From an optimization exercise on the open Yosys and OpenROAD flow, aimed at small area; shortcuts taken in it are not production practice. In this exercise RTL edits were held to simulation tests only and were not proved equivalent to the original. No activity file was given, so power comes from the tool's default toggle rates.

Setup of run A:
## spc_top
module spc_top #(
    parameter int NUM_PWM   = 8,
    parameter int PWM_CNT_W = 16
) (
    input  wire logic                          clk,
    input  wire logic                          rst_n,
    input  wire logic [spc_pkg::OPCODE_W-1:0]  cmd_opcode,
    input  wire logic [spc_pkg::ADDR_W-1:0]    cmd_addr,
    input  wire logic [spc_pkg::DATA_W-1:0]    cmd_data,
    input  wire logic                          cmd_valid,
    output logic                               spi_sclk,
    output logic                               spi_mosi,
    input  wire logic                          spi_miso,
    output logic [spc_pkg::CS_W-1:0]           spi_cs,
    output logic [NUM_PWM-1:0]                 pwm_out,
    output logic [spc_pkg::DATA_W-1:0]         tx_data,
    output logic                               tx_en,
    input  wire logic                          tx_done
);
clock: 5.0 ns
lec_check: 0
cap_margin: 20
core_margin: 2
core_utilization: 80
place_density: 0.85
slew_margin: 20
standard.sh (not shown) runs the stock make flow with config.mk's settings and CLKGATE_MAP_FILE= SYNTH_SCRIPT=/design/flow/synth_recipe.tcl, a recipe that flattens the netlist after the stock synthesis.
==> flow/flow/run.sh <==
#!/bin/bash
# Standard ORFS layout (standard.sh) with these changes:
#  - synthesis maps logic with an area-oriented ABC script (flow/abc_area.script);
#    the rest of the ORFS scripts are used unchanged, through links
#  - single-drive buffers on the ports
#  - clock tree from clkbuf_8 leaf clusters under clkbuf_4 upper levels, without dummy loads
set -euo pipefail
here=$(pwd)
mkdir -p "$here/scripts"
for f in "$FLOW_HOME"/scripts/*; do
  ln -sfn "$f" "$here/scripts/$(basename "$f")"
done
rm -f "$here/scripts/abc_area.script"
cp "$here/flow/abc_area.script" "$here/scripts/abc_area.script"

export BUFFER_PORTS_ARGS="-buffer_cell sky130_fd_sc_hd__buf_1"
export CTS_ARGS="-sink_clustering_enable -repair_clock_nets -dont_use_dummy_load -root_buf sky130_fd_sc_hd__clkbuf_4 -tree_buf sky130_fd_sc_hd__clkbuf_4 -sink_clustering_buffer sky130_fd_sc_hd__clkbuf_8 -buf_list sky130_fd_sc_hd__clkbuf_8 -sink_clustering_size 16 -sink_clustering_max_diameter 50"

bash standard.sh SCRIPTS_DIR="$here/scripts" ABC_AREA=1 finish > "$here/standard.log" 2>&1
==> flow/flow/abc_area.script <==
&get -n
&st
&syn3
&deepsyn -T 60 -I 4
&dch -f
&nf -a -p -R 1000
&put
> inputs changed (run A -> run B)
Settings: a change of CORE_UTILIZATION from 80 to 65; a deleted PLACE_DENSITY that had been 0.85.
==> flow/flow/run.sh <==
#!/bin/bash
# Standard ORFS layout (standard.sh) with these changes:
#  - synthesis maps logic with an area-oriented ABC script (flow/abc_area.script);
#    the rest of the ORFS scripts are used unchanged, through links
#  - single-drive buffers on the ports
#  - clock tree from clkbuf_8 leaf clusters, without dummy loads
set -euo pipefail
here=$(pwd)
mkdir -p "$here/scripts"
for f in "$FLOW_HOME"/scripts/*; do
  ln -sfn "$f" "$here/scripts/$(basename "$f")"
done
rm -f "$here/scripts/abc_area.script"
cp "$here/flow/abc_area.script" "$here/scripts/abc_area.script"

export BUFFER_PORTS_ARGS="-buffer_cell sky130_fd_sc_hd__buf_1"
export CTS_ARGS="-sink_clustering_enable -repair_clock_nets -dont_use_dummy_load -buf_list sky130_fd_sc_hd__clkbuf_8 -sink_clustering_size 16 -sink_clustering_max_diameter 50"

bash standard.sh SCRIPTS_DIR="$here/scripts" ABC_AREA=1 finish > "$here/standard.log" 2>&1
==> flow/flow/abc_area.script <==
&get -n
&st
&syn3
&dch -f
&nf -a -p -R 1000
&st
&syn3
&dch -f
&nf -a -p -R 1000
&st
&dch -f
&nf -a -p -R 1000
&put
Results
Summed area of non-filler cells in the final layout in run B vs run A: up about 1.2%. Run B: synthesized area is 140 um^2 higher than what run A reported. Utilization: run B vs run A down 17 points. Relative to run A, the number of well taps measured on run B has increased by more than 10%.
The inputs of run C differ from those of run B as listed below.
Settings: CORE_UTILIZATION changed from 65 to 40.
Findings:
Of run B and run C, run C shows the higher post-DP HPWL, with run B below it. Run C ends up with a total area of multi-input combinational cells that is 0.37% higher than in run B. [run C] die area rose about 60% relative to run B. Looking at library cell contributing the largest single delay on the critical path, the sky130_fd_sc_hd__fa_1 result is from run C; the sky130_fd_sc_hd__nand2b_1 one comes from run B. Run C vs. run B: sequential element share of the synthesized area closely matched the old numbers, final layout net count stayed essentially flat, global-route usage lost 11 points, portion of the layout cell area used by non-clock buffers closely matched the old numbers. On critical path depth, the higher figure sits with run C, not run B. Run C falls short of run B in internal power of the cells.

The RTL this note starts from:
==> flow/design.v <==
`default_nettype none
package spc_pkg;
    localparam int OPCODE_W = 8;
    localparam int ADDR_W   = 16;
    localparam int DATA_W   = 32;
    localparam int CS_W  = 4;
    localparam int DEV_W = 2;
    localparam logic [ADDR_W-1:0] RD_ADDR_SPI = 'h0001;
    typedef enum logic [OPCODE_W-1:0] {
        OP_SPI_XFER = 8'h02,
        OP_PWM_CFG  = 8'h07,
        OP_READ     = 8'h08
    } opcode_e;
endpackage
`default_nettype wire
`default_nettype none
module spc_cmd_decoder #(
    parameter int NUM_PWM = 8
) (
    input  wire logic                          clk,
    input  wire logic                          rst_n,
    input  wire logic [spc_pkg::OPCODE_W-1:0]  cmd_opcode,
    input  wire logic [spc_pkg::ADDR_W-1:0]    cmd_addr,
    input  wire logic [spc_pkg::DATA_W-1:0]    cmd_data,
    input  wire logic                          cmd_valid,
    input  wire logic                          tx_done,
    input  wire logic [spc_pkg::DATA_W-1:0]    spi_rx_word,
    input  wire logic                          spi_rx_valid,
    output logic                               spi_start,
    output logic [spc_pkg::DEV_W-1:0]          spi_dev,
    output logic [spc_pkg::DATA_W-1:0]         spi_wdata,
    output logic                               pwm_wr,
    output logic [((NUM_PWM > 1) ? $clog2(NUM_PWM) : 1)-1:0] pwm_sel,
    output logic [spc_pkg::DATA_W-1:0]         pwm_wdata,
    output logic [spc_pkg::DATA_W-1:0]         tx_data,
    output logic                               tx_en
);
    localparam int SEL_W = (NUM_PWM > 1) ? $clog2(NUM_PWM) : 1;
    logic rd_hit;
    logic rd_sel;
    assign spi_start = cmd_valid && (cmd_opcode == spc_pkg::OP_SPI_XFER);
    assign pwm_wr    = cmd_valid && (cmd_opcode == spc_pkg::OP_PWM_CFG) &&
                       (int'(cmd_addr) < NUM_PWM);
    assign rd_hit    = cmd_valid && (cmd_opcode == spc_pkg::OP_READ);
    assign spi_dev   = cmd_addr[spc_pkg::DEV_W-1:0];
    assign spi_wdata = cmd_data;
    assign pwm_sel   = cmd_addr[SEL_W-1:0];
    assign pwm_wdata = cmd_data;
    assign rd_sel = (cmd_addr == spc_pkg::RD_ADDR_SPI) && spi_rx_valid;
    always_ff @(posedge clk or negedge rst_n) begin
        if (!rst_n) begin
            tx_en <= 1'b0;
        end else if (rd_hit) begin
            tx_en <= 1'b1;
        end else if (tx_done && !cmd_valid) begin
            tx_en <= 1'b0;
        end
    end
    always_ff @(posedge clk) begin
        if (rd_hit) begin
            tx_data <= spi_rx_word & {spc_pkg::DATA_W{rd_sel}};
        end
    end
endmodule
`default_nettype wire
`default_nettype none
module spc_spi_master (
    input  wire logic                        clk,
    input  wire logic                        rst_n,
    input  wire logic                        spi_start,
    input  wire logic [spc_pkg::DEV_W-1:0]   spi_dev,
    input  wire logic [spc_pkg::DATA_W-1:0]  spi_wdata,
    input  wire logic                        spi_miso,
    output logic                             spi_sclk,
    output logic                             spi_mosi,
    output logic [spc_pkg::CS_W-1:0]         spi_cs,
    output logic [spc_pkg::DATA_W-1:0]       spi_rx_word,
    output logic                             spi_rx_valid
);
    localparam int CNT_W = $clog2(spc_pkg::DATA_W) + 1;
    logic                        active;
    logic [CNT_W-1:0]            edge_cnt;
    logic [spc_pkg::DEV_W-1:0]   dev_q;
    logic [spc_pkg::DATA_W-1:0]  shift_reg;
    logic [spc_pkg::DATA_W-1:0]  shift_next;
    logic                        take;
    logic                        fall;
    logic                        last;
    assign take = spi_start && !active;
    assign fall = active && edge_cnt[0];
    assign last = fall && (&edge_cnt);
    assign shift_next = {shift_reg[spc_pkg::DATA_W-2:0], spi_miso};
    assign spi_sclk = edge_cnt[0];
    assign spi_cs   = active ? ~(spc_pkg::CS_W'(1) << dev_q) : '1;
    always_ff @(posedge clk or negedge rst_n) begin
        if (!rst_n) begin
            active       <= 1'b0;
            edge_cnt     <= '0;
            spi_mosi     <= 1'b0;
            spi_rx_valid <= 1'b0;
        end else begin
            if (take) begin
                active <= 1'b1;
            end else if (last) begin
                active <= 1'b0;
            end
            if (active) begin
                edge_cnt <= edge_cnt + 1'b1;
            end
            if (fall) begin
                spi_mosi <= shift_reg[spc_pkg::DATA_W-1];
            end
            if (last) begin
                spi_rx_valid <= 1'b1;
            end
        end
    end
    always_ff @(posedge clk) begin
        if (take) begin
            shift_reg <= spi_wdata;
            dev_q     <= spi_dev;
        end else if (fall) begin
            shift_reg <= shift_next;
        end
        if (last) begin
            spi_rx_word <= shift_next;
        end
    end
endmodule
`default_nettype wire
`default_nettype none
module spc_pwm_bank #(
    parameter int NUM_PWM   = 8,
    parameter int PWM_CNT_W = 16
) (
    input  wire logic                          clk,
    input  wire logic                          rst_n,
    input  wire logic                          pwm_wr,
    input  wire logic [((NUM_PWM > 1) ? $clog2(NUM_PWM) : 1)-1:0] pwm_sel,
    input  wire logic [spc_pkg::DATA_W-1:0]    pwm_wdata,
    output logic [NUM_PWM-1:0]                 pwm_out
);
    localparam int SEL_W = (NUM_PWM > 1) ? $clog2(NUM_PWM) : 1;
    localparam int PER_LSB = spc_pkg::DATA_W / 2;
    if (PWM_CNT_W > spc_pkg::DATA_W / 2) begin : g_width_check
        $error("PWM_CNT_W does not fit half of the data word");
    end
    logic [PWM_CNT_W-1:0] w_per;
    logic [PWM_CNT_W-1:0] w_duty;
    logic [PWM_CNT_W-1:0] w_start;
    logic [PWM_CNT_W:0]   w_diff;
    logic [PWM_CNT_W-1:0] w_under;
    assign w_per   = pwm_wdata[PER_LSB +: PWM_CNT_W];
    assign w_duty  = pwm_wdata[0 +: PWM_CNT_W];
    assign w_start = -w_per;
    assign w_diff  = {1'b0, w_per} - {1'b0, w_duty};
    assign w_under = w_diff[PWM_CNT_W] ? '0 : w_diff[PWM_CNT_W-1:0];
    for (genvar i = 0; i < NUM_PWM; i++) begin : g_ch
        logic [PWM_CNT_W-1:0] start_q;
        logic [PWM_CNT_W-1:0] start_d;
        logic [PWM_CNT_W-1:0] under_q;
        logic [PWM_CNT_W-1:0] x_q;
        logic [PWM_CNT_W:0]   carry;
        logic [PWM_CNT_W:0]   over;
        logic                 en_q;
        logic                 wr_hit;
        logic                 load;
        assign wr_hit = pwm_wr && (pwm_sel == SEL_W'(i));
        assign start_d = start_q ^ ((start_q ^ w_start) & {PWM_CNT_W{wr_hit}});
        assign carry[0] = 1'b1;
        assign over[0]  = 1'b0;
        for (genvar b = 0; b < PWM_CNT_W; b++) begin : g_bit
            assign carry[b+1] = carry[b] & x_q[b];
            assign over[b+1]  = (x_q[b] && under_q[b]) || (x_q[b] && over[b]) ||
                                (under_q[b] && over[b]);
        end
        assign load = wr_hit || carry[PWM_CNT_W];
        always_ff @(posedge clk or negedge rst_n) begin
            if (!rst_n) begin
                en_q <= 1'b0;
            end else if (wr_hit) begin
                en_q <= |w_per;
            end
        end
        always_ff @(posedge clk) begin
            if (wr_hit) begin
                under_q <= w_under;
            end
            start_q <= start_d;
            x_q     <= ((x_q ^ carry[PWM_CNT_W-1:0]) & {PWM_CNT_W{!wr_hit}}) |
                       (start_d & {PWM_CNT_W{load}});
        end
        assign pwm_out[i] = en_q && !over[PWM_CNT_W];
    end
endmodule
`default_nettype wire
`default_nettype none
module spc_top #(
    parameter int NUM_PWM   = 8,
    parameter int PWM_CNT_W = 16
) (
    input  wire logic                          clk,
    input  wire logic                          rst_n,
    input  wire logic [spc_pkg::OPCODE_W-1:0]  cmd_opcode,
    input  wire logic [spc_pkg::ADDR_W-1:0]    cmd_addr,
    input  wire logic [spc_pkg::DATA_W-1:0]    cmd_data,
    input  wire logic                          cmd_valid,
    output logic                               spi_sclk,
    output logic                               spi_mosi,
    input  wire logic                          spi_miso,
    output logic [spc_pkg::CS_W-1:0]           spi_cs,
    output logic [NUM_PWM-1:0]                 pwm_out,
    output logic [spc_pkg::DATA_W-1:0]         tx_data,
    output logic                               tx_en,
    input  wire logic                          tx_done
);
    localparam int SEL_W = (NUM_PWM > 1) ? $clog2(NUM_PWM) : 1;
    logic                        spi_start;
    logic [spc_pkg::DEV_W-1:0]   spi_dev;
    logic [spc_pkg::DATA_W-1:0]  spi_wdata;
    logic [spc_pkg::DATA_W-1:0]  spi_rx_word;
    logic                        spi_rx_valid;
    logic                        pwm_wr;
    logic [SEL_W-1:0]            pwm_sel;
    logic [spc_pkg::DATA_W-1:0]  pwm_wdata;
    spc_cmd_decoder #(
        .NUM_PWM (NUM_PWM)
    ) i_decoder (
        .clk         (clk),
        .rst_n       (rst_n),
        .cmd_opcode  (cmd_opcode),
        .cmd_addr    (cmd_addr),
        .cmd_data    (cmd_data),
        .cmd_valid   (cmd_valid),
        .tx_done     (tx_done),
        .spi_rx_word (spi_rx_word),
        .spi_rx_valid(spi_rx_valid),
        .spi_start   (spi_start),
        .spi_dev     (spi_dev),
        .spi_wdata   (spi_wdata),
        .pwm_wr      (pwm_wr),
        .pwm_sel     (pwm_sel),
        .pwm_wdata   (pwm_wdata),
        .tx_data     (tx_data),
        .tx_en       (tx_en)
    );
    spc_spi_master i_spi (
        .clk         (clk),
        .rst_n       (rst_n),
        .spi_start   (spi_start),
        .spi_dev     (spi_dev),
        .spi_wdata   (spi_wdata),
        .spi_miso    (spi_miso),
        .spi_sclk    (spi_sclk),
        .spi_mosi    (spi_mosi),
        .spi_cs      (spi_cs),
        .spi_rx_word (spi_rx_word),
        .spi_rx_valid(spi_rx_valid)
    );
    spc_pwm_bank #(
        .NUM_PWM   (NUM_PWM),
        .PWM_CNT_W (PWM_CNT_W)
    ) i_pwm (
        .clk       (clk),
        .rst_n     (rst_n),
        .pwm_wr    (pwm_wr),
        .pwm_sel   (pwm_sel),
        .pwm_wdata (pwm_wdata),
        .pwm_out   (pwm_out)
    );
endmodule
`default_nettype wire
==> flow/config.mk <==
export PLATFORM = sky130hd
export DESIGN_NAME = spc_top
export DESIGN_NICKNAME = spc_top
export VERILOG_FILES = /design/flow/design.v
export SDC_FILE = /design/flow/constraint.sdc
export NUM_CORES = 4
export LEC_CHECK = 0
export CAP_MARGIN = 20
export CORE_MARGIN = 2
export CORE_UTILIZATION = 40
export SLEW_MARGIN = 20
==> flow/constraint.sdc <==
create_clock -name core_clock -period 5.0 [get_ports {clk}]
set_input_delay 1.0000 -clock core_clock [delete_from_list [all_inputs] [get_ports {clk}]]
set_output_delay 1.0000 -clock core_clock [all_outputs]
set_load 0.01 [all_outputs]
==> flow/flow/run.sh <==
#!/bin/bash
# Standard layout, with single-drive buffers on the ports and a clock tree
# built from small clock buffers without dummy loads.
export BUFFER_PORTS_ARGS="-buffer_cell sky130_fd_sc_hd__buf_1"
export CTS_ARGS="-sink_clustering_enable -repair_clock_nets -dont_use_dummy_load -buf_list sky130_fd_sc_hd__clkbuf_4"
bash standard.sh > standard.log 2>&1
Change:
==> flow/flow/run.sh (replaced) <==
#!/bin/bash
# Standard ORFS layout (standard.sh) with these changes:
#  - synthesis maps logic with an area-oriented ABC script (flow/abc_area.script);
#    the rest of the ORFS scripts are used unchanged, through links
#  - single-drive buffers on the ports
#  - clock tree from clkbuf_8 leaf clusters, without dummy loads
set -euo pipefail
here=$(pwd)
mkdir -p "$here/scripts"
for f in "$FLOW_HOME"/scripts/*; do
  ln -sfn "$f" "$here/scripts/$(basename "$f")"
done
rm -f "$here/scripts/abc_area.script"
cp "$here/flow/abc_area.script" "$here/scripts/abc_area.script"

export BUFFER_PORTS_ARGS="-buffer_cell sky130_fd_sc_hd__buf_1"
export CTS_ARGS="-sink_clustering_enable -repair_clock_nets -dont_use_dummy_load -buf_list sky130_fd_sc_hd__clkbuf_8 -sink_clustering_size 16 -sink_clustering_max_diameter 50"

bash standard.sh SCRIPTS_DIR="$here/scripts" ABC_AREA=1 finish > "$here/standard.log" 2>&1
==> flow/flow/abc_area.script (new file) <==
&get -n
&st
&syn3
&dch -f
&nf -a -p -R 1000
&st
&syn3
&dch -f
&nf -a -p -R 1000
&st
&dch -f
&nf -a -p -R 1000
&put
--- a/flow/config.mk
+++ b/flow/config.mk
@@ -7,5 +7,5 @@
 export LEC_CHECK = 0
-export CAP_MARGIN = 20
+export CAP_MARGIN = 0
 export CORE_MARGIN = 2
 export CORE_UTILIZATION = 40
-export SLEW_MARGIN = 20
+export SLEW_MARGIN = 0
Effect:
- power fell by 9.7%
- cell area decreases by 8.4%
- critical path depth is unchanged
Change:
--- a/flow/flow/run.sh
+++ b/flow/flow/run.sh
@@ -6,2 +6,3 @@
 #  - clock tree from clkbuf_8 leaf clusters, without dummy loads
+#  - power recovery (downsizing of non-critical cells) after global routing
 set -euo pipefail
@@ -17,2 +18,3 @@
 export CTS_ARGS="-sink_clustering_enable -repair_clock_nets -dont_use_dummy_load -buf_list sky130_fd_sc_hd__clkbuf_8 -sink_clustering_size 16 -sink_clustering_max_diameter 50"
+export RECOVER_POWER=100
 
--- a/flow/config.mk
+++ b/flow/config.mk
@@ -7,5 +7,5 @@
 export LEC_CHECK = 0
-export CAP_MARGIN = 0
+export CAP_MARGIN = 20
 export CORE_MARGIN = 2
 export CORE_UTILIZATION = 40
-export SLEW_MARGIN = 0
+export SLEW_MARGIN = 20
=> This time the run finished but fails on capacitance limit, slew limit. Sequential share of layout area is higher by 0.37 points. Clock power hardly moves. Flip-flop and latch count is unchanged. Total power stays flat. Final cell count hardly moves. Hold slack gains 110 ps. Critical path depth is lower by 3. Wire length hardly moves.
Change:
--- a/flow/flow/run.sh
+++ b/flow/flow/run.sh
@@ -6,3 +6,2 @@
 #  - clock tree from clkbuf_8 leaf clusters, without dummy loads
-#  - power recovery (downsizing of non-critical cells) after global routing
 set -euo pipefail
@@ -18,3 +17,2 @@
 export CTS_ARGS="-sink_clustering_enable -repair_clock_nets -dont_use_dummy_load -buf_list sky130_fd_sc_hd__clkbuf_8 -sink_clustering_size 16 -sink_clustering_max_diameter 50"
-export RECOVER_POWER=100
 
With this change the flow completed without violations. Synthesized cell count is unchanged. Routed wire length barely changes. Via count is lower by 0.37%. Cell area grows by 0.70%. Clock skew barely changes.

==> what the ideal ports hide <==
The flow's constraints put no driver on any port. The routed layouts listed below were extracted and timed again, unchanged, in two steps.
Step 1: set_driving_cell puts a clkbuf_16 on clk and a buf_2 on each other input, an assumption about the parent block.
Step 2 moves the port delays by t, midway between the first and last clock arrival at a register: inputs arrive t later, outputs are due t later. That takes back most of the time a late clock gives input paths.
a / b / c = ideal ports / drivers / drivers and shift; a / b = the first two.
run | t (ns) | setup slack, ns | worst setup path after step 2 | cell pins on the clock port's net
run A | 0.722 | 0.291 / 0.315 / -0.406 | input to register | 1
run B | 0.595 | 0.561 / 0.588 / -0.007 | input to register | 1
run C | 0.670 | 0.587 / 0.620 / -0.050 | input to register | 1
the first run of note 2 | 0.859 | 0.896 / 0.896 / 0.649 | input to register | 1
the second run of note 2 | 0.650 | 0.458 / 0.458 / -0.169 | input to register | 1
the third run of note 2 | 0.650 | 0.407 / 0.432 / -0.218 | input to register | 1
the fourth run of note 2 | 0.649 | 0.490 / 0.479 / -0.136 | input to register | 1
The setup slack of run A, which loses most, moves by +0.024 ns with the drivers and by -0.697 ns with both steps.
